Context: an optimization exercise on an open-source flow, tuned for small area, a short achievable clock period and few clock cycles. The choices shown serve that exercise and are no tape-out recipe. Function was checked by simulation only, so behaviour that the tests miss may differ from the original. The flow treats the clock pin as an ideal source. Dropping or thinning the clock tree relies on that and would not hold on a real chip. No activity file was given, so power comes from the tool's default toggle rates.

== oak ==
// friet_stream_top
module friet_stream_top #(
    parameter int DIN_DOUT_WIDTH = 32
) (
    input  wire                        clk,
    input  wire                        reg_compare_tag_rst,
    input  wire friet_pkg::inst_t      inst,
    input  wire                        inst_valid,
    output logic                       inst_ready,
    input  wire [DIN_DOUT_WIDTH-1:0]   din,
    input  wire                        din_last,
    input  wire                        din_valid,
    output logic                       din_ready,
    output logic [DIN_DOUT_WIDTH-1:0]  dout,
    output logic                       dout_last,
    output logic                       dout_valid,
    input  wire                        dout_ready
);
==> flow/config.mk <==
export PLATFORM = sky130hd
export DESIGN_NAME = friet_stream_top
export DESIGN_NICKNAME = friet_stream_top
export VERILOG_FILES = /design/flow/design.v
export SDC_FILE = /design/flow/constraint.sdc
export NUM_CORES = 4
export LEC_CHECK = 0
export ABC_AREA = 1
export CAP_MARGIN = 20
export CORE_MARGIN = 2
export CORE_UTILIZATION = 40
export CTS_BUF_LIST = sky130_fd_sc_hd__clkbuf_8 sky130_fd_sc_hd__clkbuf_16
export CTS_CLUSTER_DIAMETER = 100
export CTS_CLUSTER_SIZE = 30
export SETUP_SLACK_MARGIN = 3.95
export SLEW_MARGIN = 20
==> flow/constraint.sdc <==
create_clock -name core_clock -period 6.0 [get_ports {clk}]
set_input_delay 1.2000 -clock core_clock [delete_from_list [all_inputs] [get_ports {clk}]]
set_output_delay 1.2000 -clock core_clock [all_outputs]
set_load 0.01 [all_outputs]
standard.sh (not shown) runs the stock make flow with config.mk's settings and CLKGATE_MAP_FILE= SYNTH_SCRIPT=/design/flow/synth_recipe.tcl, a recipe that flattens the netlist after the stock synthesis.
==> flow/flow/run.sh <==
#!/bin/bash
# The standard layout, with plain buffers (not delay cells) on the
# ports, no dummy loads in the clock tree, and a clock tree of two levels:
# after clock tree synthesis the buffers of the H-tree's branch level are
# taken out, so the root buffer drives the leaf buffers directly; every
# register's clock keeps going through the same number of buffers.
set -euo pipefail
PORTS="BUFFER_PORTS_ARGS=-buffer_cell sky130_fd_sc_hd__buf_1"
CTS="CTS_ARGS=-sink_clustering_enable -repair_clock_nets -sink_clustering_size 30 -sink_clustering_max_diameter 100 -buf_list {sky130_fd_sc_hd__clkbuf_8 sky130_fd_sc_hd__clkbuf_16} -dont_use_dummy_load"
bash standard.sh "$PORTS" "$CTS" cts > standard_cts.log 2>&1
openroad -no_init -exit flow/flatten_clock_tree.tcl > flatten_clock_tree.log 2>&1
bash standard.sh "$PORTS" "$CTS" finish > standard_finish.log 2>&1
==> flow/flow/flatten_clock_tree.tcl <==
# Takes the branch-level buffers (clkbuf_1_*, clkbuf_2_*, ...) out of the
# clock tree: each one's loads move to the net that drives it. The root
# buffer (clkbuf_0_*) and the leaf buffers stay.
set odb orfs/results/sky130hd/friet_stream_top/base/4_cts.odb
read_db $odb
set block [ord::get_db_block]
set n 0
foreach inst [$block getInsts] {
  set name [$inst getName]
  if {[regexp {^clkbuf_[1-9][0-9]*_} $name]} {
    set in_it [$inst findITerm A]
    set out_it [$inst findITerm X]
    set in_net [$in_it getNet]
    set out_net [$out_it getNet]
    foreach it [$out_net getITerms] {
      if {[$it getInst] ne $inst} {
        $it disconnect
        $it connect $in_net
      }
    }
    $in_it disconnect
    $out_it disconnect
    odb::dbInst_destroy $inst
    odb::dbNet_destroy $out_net
    incr n
  }
}
puts "removed $n branch-level clock buffers"
write_db $odb
Every stage of the flow completed for oak, and the final layout passed the timing, design-rule and antenna checks.
Testbench counts of oak, summed over its fixed seeds: cycles 15,718.
## Diff of input files: pine against oak
- a change of ABC_AREA from 1 to 0
- a change of SETUP_SLACK_MARGIN from 3.95 to 3.8
## What came out
- pine vs oak — area fraction in and, or, nand and nor cells after synthesis dropped 6.0 points.
- The length of routed met3 wiring of pine exceeds that of oak by about 11%.
- Looking at power share of the combinational group, pine sits 3.2 points below oak.
- oak has higher worst vdd rail ir drop than pine.
- in -> reg as the critical path class was reported by pine, and reg -> out by oak.
Inputs modified between pine and birch:
- a change of CORE_UTILIZATION from 40 to 55
- a change of ABC_AREA from 0 to 1
Results
The lower wire length of the first global-routing pass came out of pine.
The proportion of cell area occupied by registers reported for birch is greater than that of pine by 0.94 points.
birch against pine; routed wire length is up slightly.
Die extent in x (birch over pine): decrease, 14%
Compared with pine, in birch instance count along the most critical hold path stayed essentially flat; global-route usage rose by 7.1 points; total non-filler cell area in the finished layout fell by 1.6%; number of placed cells counting well taps rose by about 7%.
Setup changes, birch to maple
- CORE_UTILIZATION now 30, was 55
--- outcome ---
- Comparing maple against birch, there is no change at all in count of flip-flops with a built-in enable after synthesis.
- In the reports for birch and maple, the smaller non-clock buffer count belongs to maple.
- No stage failed in maple, and the final checks on the layout all came back clean.
- Per the comparison of maple with birch, share of total power in combinational logic has decreased, pin count of the biggest net entering global routing went up by 3.8%, longest individual stage delay on the worst path barely changed, HPWL after detailed placement up 1.0 mm.

Setup of job 4146:
The RTL this note starts from:
==> flow/design.v <==
`default_nettype none
package friet_pkg;
    parameter int block_width = 128;
    parameter int lane_width = 32;
    typedef logic [block_width-1:0] block_t;
    typedef enum logic [3:0] {
        inst_load_key = 4'd1,
        inst_encrypt  = 4'd2,
        inst_decrypt  = 4'd3,
        inst_tag      = 4'd4,
        inst_verify   = 4'd5
    } inst_t;
    typedef enum logic [1:0] {
        core_load    = 2'd0,
        core_encrypt = 2'd1,
        core_decrypt = 2'd2,
        core_squeeze = 2'd3
    } core_oper_t;
    parameter logic [2:0] verdict_fixed_bits = 3'b111;
endpackage
`default_nettype wire
`timescale 1ns/10ps
`default_nettype none
module friet_stream_top #(
    parameter int DIN_DOUT_WIDTH = 32
) (
    input  wire                        clk,
    input  wire                        reg_compare_tag_rst,
    input  wire friet_pkg::inst_t      inst,
    input  wire                        inst_valid,
    output logic                       inst_ready,
    input  wire [DIN_DOUT_WIDTH-1:0]   din,
    input  wire                        din_last,
    input  wire                        din_valid,
    output logic                       din_ready,
    output logic [DIN_DOUT_WIDTH-1:0]  dout,
    output logic                       dout_last,
    output logic                       dout_valid,
    input  wire                        dout_ready
);
    localparam int W = DIN_DOUT_WIDTH;
    localparam int LD = 0;
    localparam int EN = 1;
    localparam int DE = 2;
    localparam int TG = 3;
    localparam int VF = 4;
    logic [W-1:0] lane [0:3];
    logic [3:0] p, p_n;          
    logic [3:0] rsel, rsel_n;    
    logic [1:0] wcnt, wcnt_n;
    logic zero, zero_n;          
    logic [4:0] op, op_n;        
    logic [4:0] pend, pend_n;    
    logic [4:0] dec;
    logic iready, iready_n;
    logic vlast, vlast_n;        
    logic diff;                  
    logic [W-1:0] o0_d, o1_d;
    logic o0_l, o1_l;
    logic o0_v, o0_v_n;
    logic o1_v, o1_v_n;
    logic drdy, drdy_n;          
    logic qstep, qstep_n;        
    logic dmask, dmask_n;        
    logic [W-1:0] rd;
    logic [W-1:0] x;
    logic [W-1:0] res;
    logic res_l;
    logic [W-1:0] wdata;
    logic step;
    logic enq;
    logic deq;
    logic fin;
    logic free;
    logic blk_end;
    logic wr;
    logic inst_hs;
    always_comb begin
        rd = '0;
        for (int i = 0; i < 4; i++) begin
            rd = rd | (lane[i] & {W{rsel[i]}});
        end
    end
    assign x = rd ^ (din & {W{dmask}});
    assign res = x | {{(W-4){1'b0}}, {3{vlast}}, vlast & diff};
    assign res_l = vlast | (op[TG] & (wcnt == 2'd3)) | ((op[EN] | op[DE]) & din_last);
    assign wdata = din ^ (rd & {W{op[EN]}});
    assign inst_ready = iready;
    assign din_ready = drdy;
    assign dout = o0_d;
    assign dout_last = o0_l;
    assign dout_valid = o0_v;
    assign step = qstep | (din_valid & drdy);
    assign enq = step & (op[EN] | op[DE] | op[TG] | vlast);
    assign deq = o0_v & dout_ready;
    assign blk_end = step & (wcnt == 2'd3);
    assign fin = vlast ? step : (op[TG] ? blk_end : (step & ~op[VF] & din_last));
    assign free = ~(|op) | fin;
    assign wr = op[LD] | op[EN] | op[DE];
    assign inst_hs = inst_valid & iready;
    always_comb begin
        dec = '0;
        case (inst)
            friet_pkg::inst_load_key: dec[LD] = 1'b1;
            friet_pkg::inst_encrypt:  dec[EN] = 1'b1;
            friet_pkg::inst_decrypt:  dec[DE] = 1'b1;
            friet_pkg::inst_tag:      dec[TG] = 1'b1;
            friet_pkg::inst_verify:   dec[VF] = 1'b1;
            default:                  dec = '0;
        endcase
    end
    always_comb begin
        op_n = op;
        pend_n = pend;
        if (free) begin
            pend_n = '0;
            if (!iready) op_n = pend;
            else if (inst_hs) op_n = dec;
            else op_n = '0;
        end else if (inst_hs) begin
            pend_n = dec;
        end
        p_n = p;
        wcnt_n = wcnt;
        zero_n = zero;
        vlast_n = vlast;
        if (step && !vlast) begin
            wcnt_n = wcnt + 2'd1;
            if (blk_end && (op[EN] || op[DE])) p_n = {p[1:0], p[3:2]};
            else p_n = {p[2:0], p[3]};
            if (blk_end && wr) zero_n = 1'b0;
            if (blk_end && op[VF]) vlast_n = 1'b1;
        end
        if (step && vlast) vlast_n = 1'b0;
        if (deq) o0_v_n = o1_v | enq;
        else o0_v_n = o0_v | enq;
        o1_v_n = o1_v ? ~deq : (enq & o0_v & ~deq);
        if (reg_compare_tag_rst) begin
            op_n = '0;
            pend_n = '0;
            p_n = 4'b0001;
            wcnt_n = 2'd0;
            zero_n = 1'b1;
            vlast_n = 1'b0;
            o0_v_n = 1'b0;
            o1_v_n = 1'b0;
        end
        iready_n = ~(|pend_n);
        rsel_n = p_n & {4{~(zero_n | vlast_n)}};
        dmask_n = (op_n[EN] | op_n[DE] | op_n[VF]) & ~vlast_n;
        drdy_n = op_n[LD] | (op_n[VF] & ~vlast_n) | ((op_n[EN] | op_n[DE]) & ~o1_v_n);
        qstep_n = (op_n[TG] | vlast_n) & ~o1_v_n;
    end
    always_ff @(posedge clk) begin
        op <= op_n;
        pend <= pend_n;
        iready <= iready_n;
        p <= p_n;
        wcnt <= wcnt_n;
        zero <= zero_n;
        vlast <= vlast_n;
        o0_v <= o0_v_n;
        o1_v <= o1_v_n;
        rsel <= rsel_n;
        dmask <= dmask_n;
        drdy <= drdy_n;
        qstep <= qstep_n;
    end
    always_ff @(posedge clk) begin
        if (step && op[VF] && !vlast) begin
            diff <= ((wcnt != 2'd0) & diff) | (|x);
        end
    end
    always_ff @(posedge clk) begin
        for (int i = 0; i < 4; i++) begin
            if (step && wr && p[i]) lane[i] <= wdata;
        end
    end
    always_ff @(posedge clk) begin
        if (!o0_v || dout_ready) begin
            o0_d <= o1_v ? o1_d : res;
            o0_l <= o1_v ? o1_l : res_l;
        end
        if (!o1_v) begin
            o1_d <= res;
            o1_l <= res_l;
        end
    end
endmodule
`default_nettype wire
==> flow/config.mk <==
export PLATFORM = sky130hd
export DESIGN_NAME = friet_stream_top
export DESIGN_NICKNAME = friet_stream_top
export VERILOG_FILES = /design/flow/design.v
export SDC_FILE = /design/flow/constraint.sdc
export NUM_CORES = 4
export LEC_CHECK = 0
export CAP_MARGIN = 20
export CORE_MARGIN = 2
export CORE_UTILIZATION = 65
export CTS_BUF_LIST = sky130_fd_sc_hd__clkbuf_8 sky130_fd_sc_hd__clkbuf_16
export CTS_CLUSTER_DIAMETER = 100
export CTS_CLUSTER_SIZE = 30
export SETUP_SLACK_MARGIN = 3.8
export SLEW_MARGIN = 20
==> flow/constraint.sdc <==
create_clock -name core_clock -period 6.0 [get_ports {clk}]
set_input_delay 1.2000 -clock core_clock [delete_from_list [all_inputs] [get_ports {clk}]]
set_output_delay 1.2000 -clock core_clock [all_outputs]
set_load 0.01 [all_outputs]
run.sh (not shown) runs the stock make flow with config.mk's settings and CLKGATE_MAP_FILE= SYNTH_SCRIPT=/design/flow/synth_recipe.tcl, a recipe that flattens the netlist after the stock synthesis.
Stock flow here: none of the scripts above is used.
Testbench counts of job 4146, summed over its fixed seeds: cycles 15,718.
Setup changes, job 4146 to job 505
# job 4146
export LEC_CHECK = 0
export CAP_MARGIN = 20
export CORE_MARGIN = 2
export CORE_UTILIZATION = 65
export CTS_BUF_LIST = sky130_fd_sc_hd__clkbuf_8 sky130_fd_sc_hd__clkbuf_16
export CTS_CLUSTER_DIAMETER = 100
export CTS_CLUSTER_SIZE = 30
export SETUP_SLACK_MARGIN = 3.8
export SLEW_MARGIN = 20
create_clock -name core_clock -period 6.0 [get_ports {clk}]
# job 505
export LEC_CHECK = 0
export ABC_AREA = 1
export CAP_MARGIN = 20
export CORE_MARGIN = 2
export CORE_UTILIZATION = 40
export CTS_BUF_LIST = sky130_fd_sc_hd__clkbuf_8 sky130_fd_sc_hd__clkbuf_16
export CTS_CLUSTER_DIAMETER = 100
export CTS_CLUSTER_SIZE = 30
export SETUP_SLACK_MARGIN = 3.8
export SLEW_MARGIN = 20
create_clock -name core_clock -period 6.0 [get_ports {clk}]
Lower initial core utilization was reported by job 505, not job 4146.
In job 505, the net switching fraction of the power came out 11 points above the value in job 4146.
Clock-buffer cell count (lower): job 4146
On worst-case setup margin in the final layout, job 4146 loses to job 505.
Changes observed in job 505 relative to job 4146: static power due to leakage has increased; slew at the pin with the worst max-slew slack has decreased; layout overhead on the synthesized area has decreased; combinational power share has increased.
The higher post-CTS resize count of job 4146 and job 505 is in job 4146.
Looking at cell count across job 4146 and job 505, the one that comes out lower is job 4146.
Inputs modified between job 505 and job 7526:
# job 505
export LEC_CHECK = 0
export ABC_AREA = 1
export CAP_MARGIN = 20
export CORE_MARGIN = 2
export CORE_UTILIZATION = 40
export CTS_BUF_LIST = sky130_fd_sc_hd__clkbuf_8 sky130_fd_sc_hd__clkbuf_16
export CTS_CLUSTER_DIAMETER = 100
export CTS_CLUSTER_SIZE = 30
export SETUP_SLACK_MARGIN = 3.8
export SLEW_MARGIN = 20
create_clock -name core_clock -period 6.0 [get_ports {clk}]
# job 7526
export LEC_CHECK = 0
export CAP_MARGIN = 20
export CORE_MARGIN = 2
export CORE_UTILIZATION = 40
export CTS_BUF_LIST = sky130_fd_sc_hd__clkbuf_4 sky130_fd_sc_hd__clkbuf_8
export SETUP_SLACK_MARGIN = 3.6
export SLEW_MARGIN = 20
create_clock -name core_clock -period 6.0 [get_ports {clk}]
### Flow results
- [compare] base=job 505 new=job 7526: total wire length climbed 7.7%, fraction of the mapped netlist area in compound gates increased by 8.2 points relative to the old numbers, clock buffer count from CTS rose by 27.
- Compared job 7526 vs job 505, and share of the clock period used by the worst path after layout is up in job 7526.
- All-layer global routing usage: job 7526 > job 505
- Job 505 vs job 7526, largest family of logic cells by synthesized area: simple AND/OR/NAND/NOR gates vs compound AO/OA/AOI/OAI gates
- Number of cell rows of job 7526 falls short of that of job 505 slightly.
- From job 7526 to job 505, final hold violation count did not move at all.
- On fmax, the higher figure sits with job 505, not job 7526.
- Job 7526 vs. job 505: final-layout fill cell count went down; multi-input logic cell count now sits lower.
- Relative area of clock buffers and inverters in the final design up 4.0 points in job 7526 wrt job 505
[inputs] job 452 vs job 7526
# job 7526
export LEC_CHECK = 0
export CAP_MARGIN = 20
export CORE_MARGIN = 2
export CORE_UTILIZATION = 40
export CTS_BUF_LIST = sky130_fd_sc_hd__clkbuf_4 sky130_fd_sc_hd__clkbuf_8
export SETUP_SLACK_MARGIN = 3.6
export SLEW_MARGIN = 20
create_clock -name core_clock -period 6.0 [get_ports {clk}]
# job 452
export LEC_CHECK = 0
export CAP_MARGIN = 20
export CORE_MARGIN = 2
export CORE_UTILIZATION = 40
export CTS_BUF_LIST = sky130_fd_sc_hd__clkbuf_4 sky130_fd_sc_hd__clkbuf_8
export SETUP_SLACK_MARGIN = 4.0
export SLEW_MARGIN = 20
create_clock -name core_clock -period 6.0 [get_ports {clk}]
## What came out
The flow did not stop early for job 452: all stages ran, and the layout cleared the timing, design-rule and antenna checks.
Job 7526 -> job 452: pin count of the biggest net entering global routing flat
Compared with job 7526, job 452 improves remaining max-slew budget at the tightest pin.
Summary — core utilization, job 452 relative to job 7526: higher, by 4.5 points.
Job 7526 vs job 452, critical setup path kind: in2reg vs reg2out
The overall power of job 452 exceeds that of job 7526 by 1.6%.
Compared with job 7526, in job 452 sequential share of layout area dropped 4.3 points, setup slack rose 0.23 ns, worst-skew pair later-pin latency now sits at about the same level, final area up about 9%, sequential cell area in the final layout increased 19 sq um.
Higher clock tree cell share of total cell area was reported by job 7526, not job 452.
--- input diff job 452..job 5580 ---
# job 452
export LEC_CHECK = 0
export CAP_MARGIN = 20
export CORE_MARGIN = 2
export CORE_UTILIZATION = 40
export CTS_BUF_LIST = sky130_fd_sc_hd__clkbuf_4 sky130_fd_sc_hd__clkbuf_8
export SETUP_SLACK_MARGIN = 4.0
export SLEW_MARGIN = 20
create_clock -name core_clock -period 6.0 [get_ports {clk}]
# job 5580
export LEC_CHECK = 0
export CAP_MARGIN = 20
export CORE_MARGIN = 2
export CORE_UTILIZATION = 40
export CTS_BUF_LIST = sky130_fd_sc_hd__clkbuf_8 sky130_fd_sc_hd__clkbuf_16
export CTS_CLUSTER_DIAMETER = 100
export CTS_CLUSTER_SIZE = 30
export SETUP_SLACK_MARGIN = 3.8
export SLEW_MARGIN = 20
create_clock -name core_clock -period 6.0 [get_ports {clk}]
Findings:
- Job 5580 did not stop at any stage, and its layout met the timing, design-rule and antenna checks.
- Going from job 452 to job 5580, the smallest hold slack was found to have gone up by 0.012 ns.
- Cmp job 5580 vs job 452: share of the clock period used by the worst path after layout higher in job 5580
- Diff job 452 -> job 5580: reported net switching power -21%, setup slack dropped 0.046 ns, minimum clock period went up.
- H-tree depth (lower): job 5580
- Diff job 452 -> job 5580: wire length after detailed routing decreased by 2800 microns relative to the old numbers, clock insertion delay at the later pin of the skew report decreased 0.06 ns, share of the core filled with cells in the final layout fell 5.7 points.
Relative to job 5580, the following input files were edited for job 322:
# job 5580
export LEC_CHECK = 0
export CAP_MARGIN = 20
export CORE_MARGIN = 2
export CORE_UTILIZATION = 40
export CTS_BUF_LIST = sky130_fd_sc_hd__clkbuf_8 sky130_fd_sc_hd__clkbuf_16
export CTS_CLUSTER_DIAMETER = 100
export CTS_CLUSTER_SIZE = 30
export SETUP_SLACK_MARGIN = 3.8
export SLEW_MARGIN = 20
create_clock -name core_clock -period 6.0 [get_ports {clk}]
# job 322
export LEC_CHECK = 0
export ABC_AREA = 1
export CAP_MARGIN = 20
export CORE_MARGIN = 2
export CORE_UTILIZATION = 40
export CTS_BUF_LIST = sky130_fd_sc_hd__clkbuf_8 sky130_fd_sc_hd__clkbuf_16
export CTS_CLUSTER_DIAMETER = 100
export CTS_CLUSTER_SIZE = 30
export SETUP_SLACK_MARGIN = 3.8
export SLEW_MARGIN = 20
create_clock -name core_clock -period 6.0 [get_ports {clk}]
==> flow/flow/run.sh (new file) <==
#!/bin/bash
# The standard layout, with plain buffers (not delay cells) on the ports.
set -euo pipefail
bash standard.sh "BUFFER_PORTS_ARGS=-buffer_cell sky130_fd_sc_hd__buf_1" finish > standard.log 2>&1
==> flow/standard.sh (new file) <==
#!/bin/bash
# synth_recipe.tcl (not shown) runs the flow's synth.tcl, then flattens the netlist and writes it again
# the make line also repeats each setting of config.mk as NAME=value (left out here)
make -C /OpenROAD-flow-scripts/flow DESIGN_CONFIG=/design/flow/config.mk WORK_HOME=/design/flow/orfs CLKGATE_MAP_FILE= SYNTH_SCRIPT=/design/flow/synth_recipe.tcl "${@:-finish}"
removed: flow/run.sh
Notes after the runs:
- Job 322 finished every step from synthesis to the final layout, and the layout passed the timing, design-rule and antenna checks.
- Area of the multi-input gates (job 322 over job 5580): decrease, 4.5%
- Delta (job 322 minus job 5580): register-to-register slack rose 0.06 ns, starting utilization of the core area about even, maximum number of pins on one net before global-route repair rose 2, non-filler instance count after layout rose 226.
- Compared job 322 vs job 5580, and via count is up in job 322.
- Share of the clock period used by the worst path in job 322 vs job 5580: up 1.7 points
- Routed wire length ends up higher on job 5580.
- Going from job 5580 to job 322, first-iteration detailed-routing DRC count shrank by more than 10%.
- Compared with job 5580, job 322 shows a higher proportion of cell area occupied by registers.
- Clock group share of total power in job 322 is 9.9 points below job 5580.

## re-timing with driven ports
Ports are ideal in the flow. The routed layouts listed here were re-timed in OpenROAD.
Step 1 (the two cells are an assumption about what drives the block):
set clk [get_ports {clk}]
set_driving_cell -lib_cell sky130_fd_sc_hd__clkbuf_16 $clk
set_driving_cell -lib_cell sky130_fd_sc_hd__buf_2 [delete_from_list [all_inputs] $clk]
Step 2 also shifts input and output timing later by t, the mid clock arrival at the registers, as if the neighbouring blocks saw the same clock.
Three values: no drivers, after step 1, after step 2; two values: the first two.
| run | shift t [ns] | slack for setup (ns) | cell pins on the clock port's net |
|---|---|---|---|
| oak | 0.434 | 3.803 / 3.758 / 3.531 | 1 |
| pine | 0.436 | 3.516 / 3.533 / 3.097 | 1 |
| birch | 0.416 | 3.817 / 3.777 / 3.435 | 1 |
| maple | 0.432 | 3.823 / 3.780 / 3.447 | 1 |
| job 4146 | 0.493 | 3.616 / 3.619 / 3.126 | 1 |
| job 505 | 0.504 | 3.788 / 3.745 / 3.354 | 1 |
| job 7526 | 0.548 | 3.529 / 3.546 / 2.999 | 1 |
| job 452 | 0.552 | 3.757 / 3.717 / 3.387 | 1 |
| job 5580 | 0.504 | 3.711 / 3.665 / 3.341 | 1 |
| job 322 | 0.510 | 3.609 / 3.627 / 3.117 | 1 |
After both steps every run listed still meets setup and hold. The setup slack of job 7526, which loses most, moves by +0.017 ns with the drivers and by -0.530 ns with both steps.
